This design comes from an exercise in tuning for small area, a short achievable clock period and few clock cycles per item on the open sky130 flow, not from production work.
Function was checked by simulation only, so behaviour that the tests miss may differ from the original.
Power and IR drop assume default switching activity.

== run 1 ==
Design cosine_similarity_core, start of the top module:
module cosine_similarity_core (
   input  logic        clock,
   input  logic        reset,
   input  logic        req_tvalid,
   output logic        req_tready,
   input  logic [31:0] req_tdata,    
   input  logic        req_tlast,
   output logic        rsp_tvalid,
   input  logic        rsp_tready,
   output logic [15:0] rsp_tdata,    
   output logic [1:0]  rsp_tuser     
);
For scale: roughly 6400 cells after synthesis, ~670 flip-flops, ~58000 um2 of cells after synthesis.
==> flow/config.mk <==
export PLATFORM = sky130hd
export DESIGN_NAME = cosine_similarity_core
export DESIGN_NICKNAME = cosine_similarity_core
export VERILOG_FILES = /design/flow/design.v
export SDC_FILE = /design/flow/constraint.sdc
export NUM_CORES = 4
export LEC_CHECK = 0
export CAP_MARGIN = 20
export CORE_MARGIN = 2
export CORE_UTILIZATION = 55
export CTS_BUF_LIST = sky130_fd_sc_hd__clkbuf_8
export CTS_CLUSTER_SIZE = 30
export SETUP_SLACK_MARGIN = 5.0
export SLEW_MARGIN = 20
==> flow/constraint.sdc <==
create_clock -name core_clock -period 10.0 [get_ports {clock}]
set_input_delay 2.0000 -clock core_clock [delete_from_list [all_inputs] [get_ports {clock}]]
set_output_delay 2.0000 -clock core_clock [all_outputs]
set_load 0.01 [all_outputs]
run.sh (not shown) runs the stock make flow with config.mk's settings and CLKGATE_MAP_FILE= SYNTH_SCRIPT=/design/flow/synth_recipe.tcl, a recipe that flattens the netlist after the stock synthesis.
Testbench counts of run 1, summed over its fixed seeds: cycles 31,722, items 384.
> inputs changed (run 1 -> run 2)
- CORE_UTILIZATION: 55 -> 60
Notes after the runs:
Diff run 1..run 2 | post-route antenna net violation count | negligible. Run 2 vs. run 1: core utilization went up by 4.5 points. On DRC violation count after routing, run 2 and run 1 are basically level. Diff run 1 -> run 2: overall die area has decreased; via count has remained practically unchanged; overall power after layout has decreased.
The following lists how run 3 was set up differently from run 2:
- swapping 60 for 55 in CORE_UTILIZATION
- clearing CTS_CLUSTER_SIZE, which used to be 30
- clearing CTS_BUF_LIST, which used to be sky130_fd_sc_hd__clkbuf_8
[summary]
Run 3 finished every stage and its layout cleared the timing, DRC and antenna checks. On run 3: total area of multi-input combinational cells is 140 um2 higher than what run 2 gave. Sort run 3 and run 2 by fraction of area in registers, ascending, and run 3 comes first. [run 3] multi-input combinational area share fell 0.54 points relative to run 2. For the post-route clock period utilization, run 3 came in 0.17 points lower than run 2 did. Compared with run 2, run 3 shows a via count of the first global-routing pass that is about 1.1% lower. Against run 2, run 3 comes in 1.2 points lower on share of total power in combinational logic. A endpoint of the most critical setup path of u_magnitude.rd_ff[40]$_DFFE_PP_ is what run 2 shows, while u_magnitude.nh_ff[29]$_DFFE_PP_ belongs to run 3. | design area | run 3 vs run 2 | worse |. Side by side, overall die area turned out higher in run 3 than in run 2. On proportion of final cell area spent on non-clock buffers, run 3 and run 2 are basically level.

========
== run A ==
cosine_similarity_core, a different RTL version from the one above (not shown whole).
Size: roughly 6300 cells after synthesis, ~670 flip-flops, about 57 I/O pins, roughly 0.058 sq mm of cells after synthesis.
clock: 10.0 ns
lec_check: 0
cap_margin: 20
core_margin: 2
core_utilization: 55
cts_buf_list: sky130_fd_sc_hd__clkbuf_8
cts_cluster_size: 30
setup_slack_margin: 5.0
slew_margin: 20
Testbench counts of run A, summed over its fixed seeds: cycles 31,722, items 384.
Setup changes, run A to run B
- a change of CORE_UTILIZATION from 55 to 60
Results
- Diff run A..run B | leftover overflow at the end of global routing | negligible
- Looking at worst hold margin, run B sits 0.019 ns higher than run A does.
- Measured against each other, run A and run B differ in proportion of cell area spent on the clock network, the higher figure coming from run A.
- Compared with run A, run B shows a peak supply drop that is about 20% higher.
- The number of signal-net buffers in the layout in run B sits about 10% below the value recorded for run A.

========
## job 101
cosine_similarity_core, a different RTL version from the one above (not shown whole).
Size in the first run: ~700 flip-flops, about 57 I/O pins, ~63000 sq um of cells after synthesis.
Settings: LEC_CHECK=0, CAP_MARGIN=20, CORE_MARGIN=2, CORE_UTILIZATION=55, SETUP_SLACK_MARGIN=5.0, SLEW_MARGIN=20; clock period 10.0 ns.
Testbench counts of job 101, summed over its fixed seeds: cycles 31,575, items 384.
For job 102, these inputs were changed with respect to job 101:
- a change of SETUP_SLACK_MARGIN from 5.0 to 4.5
- a change of CORE_UTILIZATION from 55 to 40
Results
- Job 102 was carried through to the last stage, and its layout satisfied the timing, DRC and antenna checks.
- Compared with job 101, in job 102 power share of the sequential group went down by 0.8 points; number of rows created at floorplan increased by 17% relative to the old numbers.
- Of job 102 and job 101, the run reporting the higher fraction of power consumed by the clock network was job 102.
- The run showing the greater clock tree buffer count of the final layout is job 102.
- Compared to job 101, the router laid down more metal wire for job 102.
- Minimum setup slack after placement: lower on job 101
Setup changes, job 102 to job 103
- clearing SETUP_SLACK_MARGIN, which used to be 4.5
==> comparison <==
Diff job 102 -> job 103: total power lower, worst slack at placement higher, portion of the layout cell area used by non-clock buffers lower.
On switching part of the total, job 103 and job 102 are neck and neck.

========
cosine_similarity_core again, from the RTL that the note above started with.
clock: 10.0 ns
lec_check: 0
abc_area: 1
cap_margin: 20
core_margin: 2
core_utilization: 40
setup_slack_margin: 5.0
slew_margin: 20
Testbench counts at the start, summed over its fixed seeds: cycles 31,575, items 384.
Rerun with:
ABC_AREA = not set   (was 1)
=> The changed run passed the timing, DRC and antenna checks. Area after synthesis went down by roughly a tenth. Routed wire length went down by a quarter to a third. Die area went down by roughly a tenth. Via count went down by about a fifth. Sequential power went down slightly. Power went down by roughly a tenth. Count of clock-buffer cells in the layout went up by 9. Maximum frequency went down by a few percent. Core utilization went up by 0.76 points. Setup slack gets worse by 240 ps.

what the ideal ports hide:
In the flow no input, the clock included, has a driving cell. The finished layouts below were timed again as built, in two steps. Step 1, drivers: a clkbuf_16 drives clock and a buf_2 each remaining input, both assumed. Step 2 times the ports against the registers' clock, not the clock port: input delays grow and output delays shrink by t, the midpoint of the rising clock arrivals with the driver on. Slacks: ideal ports / drivers / drivers and shift; pairs: ideal ports / drivers.
run	t, ns	setup slack, ns	worst setup path after step 2
run 1	0.934	4.858 / 4.858 / 4.327	input to register
run 2	0.905	4.719 / 4.719 / 4.405	input to register
run 3	0.769	4.736 / 4.736 / 4.601	input to register
run A	0.910	4.842 / 4.842 / 4.306	input to register
run B	0.898	4.819 / 4.819 / 4.394	input to register
job 101	0.754	5.014 / 5.014 / 5.014	register to register
job 102	0.814	4.619 / 4.619 / 4.619	register to register
job 103	0.785	3.504 / 3.504 / 3.504	register to register
the first run of note 4	0.804	5.162 / 5.162 / 5.162	register to register
the second run of note 4	0.803	4.918 / 4.918 / 4.918	register to register
After both steps every run listed still meets setup and hold. For run A, which loses most, drivers alone change the setup slack by 0.000 ns; drivers and shift together by -0.536 ns.
